Background: an optimization exercise with open tools, aiming at small area and a short achievable clock period. Do not read the settings as production practice.
At most, simulation tests tie the RTL to the original design; equivalence was not proved.

==> inputs of job 737 <==
Design mul_div_unit, start of the top module:
module mul_div_unit #(
    parameter int WIDTH   = 32,
    parameter int MUL_LAT = 5,
    parameter int DIV_LAT = 10
) (
    input  logic             clk,
    input  logic             reset,
    input  logic             start,
    input  logic [2:0]       op,
    input  logic [WIDTH-1:0] a,
    input  logic [WIDTH-1:0] b,
    input  logic             flush,
    output logic             busy,
    output logic             done,
    output logic [WIDTH-1:0] hi,
    output logic [WIDTH-1:0] lo
);
==> module mul_div_unit, before the edit <==
module mul_div_unit #(
    parameter int WIDTH   = 32,
    parameter int MUL_LAT = 5,
    parameter int DIV_LAT = 10
) (
    input  logic             clk,
    input  logic             reset,
    input  logic             start,
    input  logic [2:0]       op,
    input  logic [WIDTH-1:0] a,
    input  logic [WIDTH-1:0] b,
    input  logic             flush,
    output logic             busy,
    output logic             done,
    output logic [WIDTH-1:0] hi,
    output logic [WIDTH-1:0] lo
);
    logic [31:0] x;
    logic [33:0] ph;
    logic [31:0] pl;
    logic        f_div, f_sgn, neg_a;
    logic [3:0]  cnt;
    logic        m_last, d_first, d_last;    
    logic [34:0] xs;              
    logic        d_neg;           
    assign d_neg = f_sgn & x[31];
    assign xs    = {{3{d_neg}}, x};
    logic [34:0] ain [0:4];
    logic [34:0] pp  [0:3];
    logic [34:0] sum [0:3];
    logic [3:0]  qb;
    logic [3:0]  c_one, c_two, c_neg;
    assign ain[0] = {ph[33], ph};
    for (genvar k = 0; k < 4; k++) begin : g_row
        assign pp[k] = (({35{c_one[k]}} & xs) | ({35{c_two[k]}} & {xs[33:0], 1'b0}))
                     ^ {35{c_neg[k]}};
        logic co_unused;
        if (k < 1) begin : g_fast
            add35_ks u_add (.a(ain[k]), .b(pp[k]), .ci(c_neg[k]), .s(sum[k]), .co(co_unused));
        end else begin : g_small
            add35_bk u_add (.a(ain[k]), .b(pp[k]), .ci(c_neg[k]), .s(sum[k]), .co(co_unused));
        end
        assign qb[k] = ~sum[k][34];
        logic s_m, s_q, s_r;
        assign s_m = ~f_div;
        assign s_q = f_div & qb[k];
        assign s_r = f_div & ~qb[k];
        assign ain[k+1] = ({35{s_m}} & {{2{sum[k][34]}}, sum[k][34:2]})
                        | ({35{s_q}} & {2'b00, sum[k][31:0], pl[30-k]})
                        | ({35{s_r}} & {2'b00, ain[k][31:0], pl[30-k]});
    end
    function automatic logic [2:0] booth(input logic [2:0] t);    
        booth[2] = t[1] ^ t[0];
        booth[1] = (t[2] & ~t[1] & ~t[0]) | (~t[2] & t[1] & t[0]);
        booth[0] = t[2];
    endfunction
    logic [8:0]  nb;              
    logic        n_div, n_dneg;
    always_comb begin
        if (!busy) begin
            nb     = {a[7:0], 1'b0};
            n_div  = op[1];
            n_dneg = ~op[0] & b[31];
        end else begin
            nb     = (cnt == 4'd3) ? {6'd0, neg_a, neg_a, pl[7]} : pl[15:7];
            n_div  = f_div;
            n_dneg = d_neg;
        end
    end
    always_ff @(posedge clk) begin
        for (int k = 0; k < 4; k++) begin
            logic [2:0] bc;
            bc = n_div ? {2'b10, ~n_dneg} : booth(nb[2*k +: 3]);
            c_one[k] <= bc[2];
            c_two[k] <= bc[1];
            c_neg[k] <= bc[0];
        end
    end
    function automatic logic [31:0] cneg(input logic [31:0] v, input logic en);
        logic [31:0] below;
        below[0] = 1'b0;
        for (int i = 1; i < 32; i++) below[i] = below[i-1] | v[i-1];
        cneg = v ^ ({32{en}} & below);
    endfunction
    logic [31:0] pl_abs;
    logic        neg_q, bz;
    assign pl_abs = cneg(pl, neg_a);
    assign neg_q = neg_a ^ d_neg;
    assign bz    = (x == 32'd0);
    logic last;
    assign last = f_div ? d_last : m_last;
    always_ff @(posedge clk) begin
        if (!busy) begin
            x     <= b;
            ph    <= '0;
            pl    <= a;
            f_div <= op[1];
            f_sgn <= ~op[0];
            neg_a <= ~op[0] & a[31];
            cnt     <= '0;
            m_last  <= 1'b0;
            d_first <= 1'b1;
            d_last  <= 1'b0;
        end else begin
            cnt     <= cnt + 4'd1;
            m_last  <= (cnt == 4'd3);
            d_first <= 1'b0;
            d_last  <= (cnt == 4'd8);
            if (!f_div) begin
                ph <= ain[4][33:0];
                pl <= {sum[3][1:0], sum[2][1:0], sum[1][1:0], sum[0][1:0], pl[31:8]};
            end else if (d_first) begin
                ph <= {33'd0, pl_abs[31]};
                pl <= pl_abs;
            end else begin
                ph <= ain[4][33:0];
                pl <= {pl[27:0], qb[0], qb[1], qb[2], qb[3]};
            end
        end
    end
    always_ff @(posedge clk or posedge reset) begin
        if (reset) begin
            busy <= 1'b0;
            done <= 1'b0;
            hi   <= '0;
            lo   <= '0;
        end else begin
            done <= 1'b0;
            if (!busy) begin
                if (start && !flush) begin
                    if (!op[2]) busy <= 1'b1;
                    else if (op[1:0] == 2'b00) hi <= a;
                    else if (op[1:0] == 2'b01) lo <= a;
                end
            end else if (flush) begin
                busy <= 1'b0;
            end else if (last) begin
                busy <= 1'b0;
                done <= 1'b1;
                if (!f_div) begin
                    hi <= sum[0][31:0];
                    lo <= pl;
                end else begin
                    hi <= cneg(ph[32:1], neg_a);
                    lo <= bz ? 32'hFFFF_FFFF : cneg(pl, neg_q);
                end
            end
        end
    end
endmodule
Settings: LEC_CHECK=0, ABC_AREA=1, CAP_MARGIN=20, CORE_MARGIN=2, CORE_UTILIZATION=40, SLEW_MARGIN=20; clock period 90.0 ns.
run.sh (not shown) runs the stock make flow with config.mk's settings and CLKGATE_MAP_FILE= SYNTH_SCRIPT=/design/flow/synth_recipe.tcl, a recipe that flattens the netlist after the stock synthesis.
==> inputs of job 5423, as changes to job 737 <==
--- a/flow/design.v
+++ b/flow/design.v
@@ -21,4 +21,5 @@
     logic        f_div, f_sgn, neg_a;
     logic [3:0]  cnt;
+    logic        run;             
     logic        m_last, d_first, d_last;    
     logic [34:0] xs;              
@@ -29,24 +30,24 @@
     logic [34:0] pp  [0:3];
     logic [34:0] sum [0:3];
-    logic [3:0]  qb;
+    logic [3:0]  qb, rneg;
     logic [3:0]  c_one, c_two, c_neg;
     assign ain[0] = {ph[33], ph};
     for (genvar k = 0; k < 4; k++) begin : g_row
+        if (k == 0) begin : g_n0
+            assign rneg[k] = c_neg[k];
+        end else begin : g_nk
+            assign rneg[k] = c_neg[k] ^ (f_div & ~qb[k-1]);
+        end
         assign pp[k] = (({35{c_one[k]}} & xs) | ({35{c_two[k]}} & {xs[33:0], 1'b0}))
-                     ^ {35{c_neg[k]}};
+                     ^ {35{rneg[k]}};
         logic co_unused;
-        if (k < 1) begin : g_fast
-            add35_ks u_add (.a(ain[k]), .b(pp[k]), .ci(c_neg[k]), .s(sum[k]), .co(co_unused));
+        if (k < 0) begin : g_fast
+            add35_ks u_add (.a(ain[k]), .b(pp[k]), .ci(rneg[k]), .s(sum[k]), .co(co_unused));
         end else begin : g_small
-            add35_bk u_add (.a(ain[k]), .b(pp[k]), .ci(c_neg[k]), .s(sum[k]), .co(co_unused));
+            add35_bk u_add (.a(ain[k]), .b(pp[k]), .ci(rneg[k]), .s(sum[k]), .co(co_unused));
         end
-        assign qb[k] = ~sum[k][34];
-        logic s_m, s_q, s_r;
-        assign s_m = ~f_div;
-        assign s_q = f_div & qb[k];
-        assign s_r = f_div & ~qb[k];
-        assign ain[k+1] = ({35{s_m}} & {{2{sum[k][34]}}, sum[k][34:2]})
-                        | ({35{s_q}} & {2'b00, sum[k][31:0], pl[30-k]})
-                        | ({35{s_r}} & {2'b00, ain[k][31:0], pl[30-k]});
+        assign qb[k]    = ~sum[k][34];
+        assign ain[k+1] = f_div ? {sum[k][33:0], pl[30-k]}
+                                : {{2{sum[k][34]}}, sum[k][34:2]};
     end
     function automatic logic [2:0] booth(input logic [2:0] t);    
@@ -58,5 +59,5 @@
     logic        n_div, n_dneg;
     always_comb begin
-        if (!busy) begin
+        if (!run) begin
             nb     = {a[7:0], 1'b0};
             n_div  = op[1];
@@ -71,5 +72,12 @@
         for (int k = 0; k < 4; k++) begin
             logic [2:0] bc;
-            bc = n_div ? {2'b10, ~n_dneg} : booth(nb[2*k +: 3]);
+            if (!n_div)
+                bc = booth(nb[2*k +: 3]);
+            else if (k == 0 && run && cnt == 4'd8)
+                bc = {1'b0, ~qb[3], n_dneg};            
+            else if (k == 0 && run && !d_first)
+                bc = {2'b10, n_dneg ^ qb[3]};           
+            else
+                bc = {2'b10, ~n_dneg};                  
             c_one[k] <= bc[2];
             c_two[k] <= bc[1];
@@ -86,16 +94,16 @@
     logic        neg_q, bz;
     assign pl_abs = cneg(pl, neg_a);
-    assign neg_q = neg_a ^ d_neg;
-    assign bz    = (x == 32'd0);
+    assign neg_q  = neg_a ^ d_neg;
+    assign bz     = (x == 32'd0);
     logic last;
     assign last = f_div ? d_last : m_last;
     always_ff @(posedge clk) begin
-        if (!busy) begin
-            x     <= b;
-            ph    <= '0;
-            pl    <= a;
-            f_div <= op[1];
-            f_sgn <= ~op[0];
-            neg_a <= ~op[0] & a[31];
+        if (!run) begin
+            x       <= b;
+            ph      <= '0;
+            pl      <= a;
+            f_div   <= op[1];
+            f_sgn   <= ~op[0];
+            neg_a   <= ~op[0] & a[31];
             cnt     <= '0;
             m_last  <= 1'b0;
@@ -121,4 +129,13 @@
     always_ff @(posedge clk or posedge reset) begin
         if (reset) begin
+            run  <= 1'b0;
+        end else if (!run) begin
+            run  <= start & ~flush & ~op[2];
+        end else begin
+            run  <= ~flush & ~last;
+        end
+    end
+    always_ff @(posedge clk or posedge reset) begin
+        if (reset) begin
             busy <= 1'b0;
             done <= 1'b0;
@@ -127,5 +144,5 @@
         end else begin
             done <= 1'b0;
-            if (!busy) begin
+            if (!run) begin
                 if (start && !flush) begin
                     if (!op[2]) busy <= 1'b1;
@@ -142,5 +159,5 @@
                     lo <= pl;
                 end else begin
-                    hi <= cneg(ph[32:1], neg_a);
+                    hi <= cneg(sum[0][32:1], neg_a);
                     lo <= bz ? 32'hFFFF_FFFF : cneg(pl, neg_q);
                 end
==> flow/flow/run.sh (new file) <==
#!/bin/bash
# The standard layout (standard synthesis included), with the port
# buffers made from the smallest plain buffer instead of the default cell.
set -euo pipefail
bash standard.sh BUFFER_PORTS_ARGS="-buffer_cell sky130_fd_sc_hd__buf_1" finish > standard.log 2>&1
==> flow/standard.sh (new file) <==
#!/bin/bash
# synth_recipe.tcl (not shown) runs the flow's synth.tcl, then flattens the netlist and writes it again
# the make line also repeats each setting of config.mk as NAME=value (left out here)
make -C /OpenROAD-flow-scripts/flow DESIGN_CONFIG=/design/flow/config.mk WORK_HOME=/design/flow/orfs CLKGATE_MAP_FILE= SYNTH_SCRIPT=/design/flow/synth_recipe.tcl "${@:-finish}"
removed: flow/run.sh
==> inputs of job 860, as changes to job 737 <==
--- a/flow/design.v
+++ b/flow/design.v
@@ -19,34 +19,36 @@
     logic [33:0] ph;
     logic [31:0] pl;
-    logic        f_div, f_sgn, neg_a;
+    logic        f_div, d_neg, neg_a;     
     logic [3:0]  cnt;
+    logic        run;             
     logic        m_last, d_first, d_last;    
+    assign m_last  = (cnt == 4'd4);
+    assign d_first = (cnt == 4'd0);
+    assign d_last  = (cnt == 4'd9);
     logic [34:0] xs;              
-    logic        d_neg;           
-    assign d_neg = f_sgn & x[31];
     assign xs    = {{3{d_neg}}, x};
     logic [34:0] ain [0:4];
     logic [34:0] pp  [0:3];
     logic [34:0] sum [0:3];
-    logic [3:0]  qb;
+    logic [3:0]  qb, rneg;
     logic [3:0]  c_one, c_two, c_neg;
     assign ain[0] = {ph[33], ph};
     for (genvar k = 0; k < 4; k++) begin : g_row
+        if (k == 0) begin : g_n0
+            assign rneg[k] = c_neg[k];
+        end else begin : g_nk
+            assign rneg[k] = c_neg[k] ^ (f_div & ~qb[k-1]);
+        end
         assign pp[k] = (({35{c_one[k]}} & xs) | ({35{c_two[k]}} & {xs[33:0], 1'b0}))
-                     ^ {35{c_neg[k]}};
+                     ^ {35{rneg[k]}};
         logic co_unused;
-        if (k < 1) begin : g_fast
-            add35_ks u_add (.a(ain[k]), .b(pp[k]), .ci(c_neg[k]), .s(sum[k]), .co(co_unused));
+        if (k < 0) begin : g_fast
+            add35_ks u_add (.a(ain[k]), .b(pp[k]), .ci(rneg[k]), .s(sum[k]), .co(co_unused));
         end else begin : g_small
-            add35_bk u_add (.a(ain[k]), .b(pp[k]), .ci(c_neg[k]), .s(sum[k]), .co(co_unused));
+            add35_bk u_add (.a(ain[k]), .b(pp[k]), .ci(rneg[k]), .s(sum[k]), .co(co_unused));
         end
-        assign qb[k] = ~sum[k][34];
-        logic s_m, s_q, s_r;
-        assign s_m = ~f_div;
-        assign s_q = f_div & qb[k];
-        assign s_r = f_div & ~qb[k];
-        assign ain[k+1] = ({35{s_m}} & {{2{sum[k][34]}}, sum[k][34:2]})
-                        | ({35{s_q}} & {2'b00, sum[k][31:0], pl[30-k]})
-                        | ({35{s_r}} & {2'b00, ain[k][31:0], pl[30-k]});
+        assign qb[k]    = ~sum[k][34];
+        assign ain[k+1] = f_div ? {sum[k][33:0], pl[30-k]}
+                                : {{2{sum[k][34]}}, sum[k][34:2]};
     end
     function automatic logic [2:0] booth(input logic [2:0] t);    
@@ -58,5 +60,5 @@
     logic        n_div, n_dneg;
     always_comb begin
-        if (!busy) begin
+        if (!run) begin
             nb     = {a[7:0], 1'b0};
             n_div  = op[1];
@@ -71,5 +73,12 @@
         for (int k = 0; k < 4; k++) begin
             logic [2:0] bc;
-            bc = n_div ? {2'b10, ~n_dneg} : booth(nb[2*k +: 3]);
+            if (!n_div)
+                bc = booth(nb[2*k +: 3]);
+            else if (k == 0 && run && cnt == 4'd8)
+                bc = {1'b0, ~qb[3], n_dneg};            
+            else if (k == 0 && run && !d_first)
+                bc = {2'b10, n_dneg ^ qb[3]};           
+            else
+                bc = {2'b10, ~n_dneg};                  
             c_one[k] <= bc[2];
             c_two[k] <= bc[1];
@@ -83,34 +92,28 @@
         cneg = v ^ ({32{en}} & below);
     endfunction
-    logic [31:0] pl_abs;
+    logic [31:0] pl_neg;
     logic        neg_q, bz;
-    assign pl_abs = cneg(pl, neg_a);
-    assign neg_q = neg_a ^ d_neg;
-    assign bz    = (x == 32'd0);
+    assign pl_neg = cneg(pl, d_first ? neg_a : (f_div & neg_q));
+    assign neg_q  = (neg_a ^ d_neg) & ~bz;
+    assign bz     = (x == 32'd0);
     logic last;
     assign last = f_div ? d_last : m_last;
     always_ff @(posedge clk) begin
-        if (!busy) begin
-            x     <= b;
-            ph    <= '0;
-            pl    <= a;
-            f_div <= op[1];
-            f_sgn <= ~op[0];
-            neg_a <= ~op[0] & a[31];
+        if (!run) begin
+            x       <= b;
+            ph      <= '0;
+            pl      <= a;
+            f_div   <= op[1];
+            d_neg   <= ~op[0] & b[31];
+            neg_a   <= ~op[0] & a[31];
             cnt     <= '0;
-            m_last  <= 1'b0;
-            d_first <= 1'b1;
-            d_last  <= 1'b0;
         end else begin
             cnt     <= cnt + 4'd1;
-            m_last  <= (cnt == 4'd3);
-            d_first <= 1'b0;
-            d_last  <= (cnt == 4'd8);
             if (!f_div) begin
                 ph <= ain[4][33:0];
                 pl <= {sum[3][1:0], sum[2][1:0], sum[1][1:0], sum[0][1:0], pl[31:8]};
             end else if (d_first) begin
-                ph <= {33'd0, pl_abs[31]};
-                pl <= pl_abs;
+                ph <= {33'd0, pl_neg[31]};
+                pl <= pl_neg;
             end else begin
                 ph <= ain[4][33:0];
@@ -121,4 +124,13 @@
     always_ff @(posedge clk or posedge reset) begin
         if (reset) begin
+            run  <= 1'b0;
+        end else if (!run) begin
+            run  <= start & ~flush & ~op[2];
+        end else begin
+            run  <= ~flush & ~last;
+        end
+    end
+    always_ff @(posedge clk or posedge reset) begin
+        if (reset) begin
             busy <= 1'b0;
             done <= 1'b0;
@@ -127,5 +139,5 @@
         end else begin
             done <= 1'b0;
-            if (!busy) begin
+            if (!run) begin
                 if (start && !flush) begin
                     if (!op[2]) busy <= 1'b1;
@@ -138,11 +150,6 @@
                 busy <= 1'b0;
                 done <= 1'b1;
-                if (!f_div) begin
-                    hi <= sum[0][31:0];
-                    lo <= pl;
-                end else begin
-                    hi <= cneg(ph[32:1], neg_a);
-                    lo <= bz ? 32'hFFFF_FFFF : cneg(pl, neg_q);
-                end
+                hi <= f_div ? cneg(sum[0][32:1], neg_a) : sum[0][31:0];
+                lo <= pl_neg;
             end
         end
==> flow/flow/run.sh (new file) <==
#!/bin/bash
set -euo pipefail
bash standard.sh \
  BUFFER_PORTS_ARGS="-buffer_cell sky130_fd_sc_hd__buf_1" \
  CTS_ARGS="-sink_clustering_enable -repair_clock_nets -buf_list sky130_fd_sc_hd__clkbuf_16 -dont_use_dummy_load" \
  SETUP_SLACK_MARGIN=70.8 \
  finish > standard.log 2>&1
==> flow/standard.sh (new file) <==
#!/bin/bash
# synth_recipe.tcl (not shown) runs the flow's synth.tcl, then flattens the netlist and writes it again
# the make line also repeats each setting of config.mk as NAME=value (left out here)
make -C /OpenROAD-flow-scripts/flow DESIGN_CONFIG=/design/flow/config.mk WORK_HOME=/design/flow/orfs CLKGATE_MAP_FILE= SYNTH_SCRIPT=/design/flow/synth_recipe.tcl "${@:-finish}"
--- a/flow/config.mk
+++ b/flow/config.mk
@@ -9,4 +9,4 @@
 export CAP_MARGIN = 20
 export CORE_MARGIN = 2
-export CORE_UTILIZATION = 40
+export CORE_UTILIZATION = 78
 export SLEW_MARGIN = 20
removed: flow/run.sh
==> inputs of job 1658, as changes to job 737 <==
==> flow/flow/run.sh (new file) <==
#!/bin/bash
# The standard layout (standard synthesis included), with the port
# buffers made from the smallest plain buffer instead of the default cell.
set -euo pipefail
bash standard.sh BUFFER_PORTS_ARGS="-buffer_cell sky130_fd_sc_hd__buf_1" finish > standard.log 2>&1
==> flow/standard.sh (new file) <==
#!/bin/bash
# synth_recipe.tcl (not shown) runs the flow's synth.tcl, then flattens the netlist and writes it again
# the make line also repeats each setting of config.mk as NAME=value (left out here)
make -C /OpenROAD-flow-scripts/flow DESIGN_CONFIG=/design/flow/config.mk WORK_HOME=/design/flow/orfs CLKGATE_MAP_FILE= SYNTH_SCRIPT=/design/flow/synth_recipe.tcl "${@:-finish}"
removed: flow/run.sh
==> comparison table <==
| item | job 737 | job 860 | job 5423 | job 1658 |
|---|---|---|---|---|
| Worst Reg2Reg Path Length in Cells | 71 | 82 | 86 | 72 |
| Total Routing Usage GR | 28.6% | 47.3% | 26.5% | 28.2% |
| Clock buf count | 18 | 17 | 20 | 17 |
| Period minus WS final | 19840 ps | 19110 ps | 19150 ps | 19480 ps |
| Met1 Resource Use GR | 40.2% | 59.9% | 35.3% | 40.9% |
| Clk_skew | 16.5 ps | 40.1 ps | 19.9 ps | 25.1 ps |
| Number of global-route vias before repair | 19000 | 17700 | 17600 | 18900 |
| Number of cells on the worst hold path | 1 | 2 | 1 | 1 |
| GR met2 Demand/Resource | 43.1% | 75.5% | 43.0% | 43.0% |
| Combined area of all synthesized cells | 0.0196 sq mm | 0.0177 sq mm | 0.0186 sq mm | 0.0196 sq mm |
| Yosys cell types | 54 | 50 | 56 | 54 |
| Worst min-delay path endpoint | cnt[0] | lo[0] | cnt[0] | cnt[0] |
| Worst min-delay path startpoint | cnt[0] | lo[0] | cnt[0] | cnt[0] |
| Number of tap cells inserted | 622 | 285 | 607 | 622 |
| Worst-Skew Late Latency | 510 ps | 460 ps | 490 ps | 510 ps |
| Highest routing layer actually used | met4 | met5 | met4 | met4 |
| Number of enable-type register cells in the synthesized netlist | 35 | 34 | 35 | 35 |
| Height of the die | 225 um | 154 um | 220 um | 225 um |
| Cell with the largest stage delay on the worst path | dfrtp_4 | nor2_1 | buf_4 | dfrtp_4 |
| Worst R2R Setup Slack | 71900 ps | 71840 ps | 71900 ps | 72510 ps |
| Clock transition at the registers of the reported paths | 70 ps | 70 ps | 70 ps | 80 ps |
| Sequential share of cell area | 20.2% | 23.2% | 21.9% | 20.9% |
| Outcome | no timing/DRC/antenna violations | no timing/DRC/antenna violations | no timing/DRC/antenna violations | no timing/DRC/antenna violations |
| Multi-input gates | 2105 | 1704 | 1816 | 2105 |
| Post-detailed-placement half-perimeter wirelength | 55900 um | 42300 um | 47800 um | 55200 um |
Function not checked in job 737 and job 1658: the RTL went through the layout flow alone.

port drivers added, routing unchanged:
How much do the figures lean on ideal ports? The routed layouts below were timed once more, with nothing changed but the port constraints. Step 1: set_driving_cell puts a clkbuf_16 on clk and a buf_2 on each other input, an assumption about the parent block. Step 2, shift: input delay + t, output delay - t, t = (earliest + latest rising clock arrival at the registers) / 2. This alone moves slack from input paths to output paths. Three values: ideal ports, drivers, drivers and shift; two values: the first two.
run | shift t [ns] | slack for setup (ns) | worst hold slack (ns)
job 737 | 0.556 | 70.155 / 70.102 / 69.765 | 0.468 / 0.468 / 0.468
job 5423 | 0.529 | 70.849 / 70.804 / 70.347 | 0.463 / 0.463 / 0.463
job 860 | 0.494 | 70.886 / 70.905 / 70.421 | 0.489 / 0.489 / 0.489
job 1658 | 0.554 | 70.517 / 70.462 / 70.238 | 0.474 / 0.474 / 0.474
After both steps setup and hold are still met in every run listed. For job 5423, which loses most, drivers alone change the setup slack by -0.045 ns; drivers and shift together by -0.502 ns.
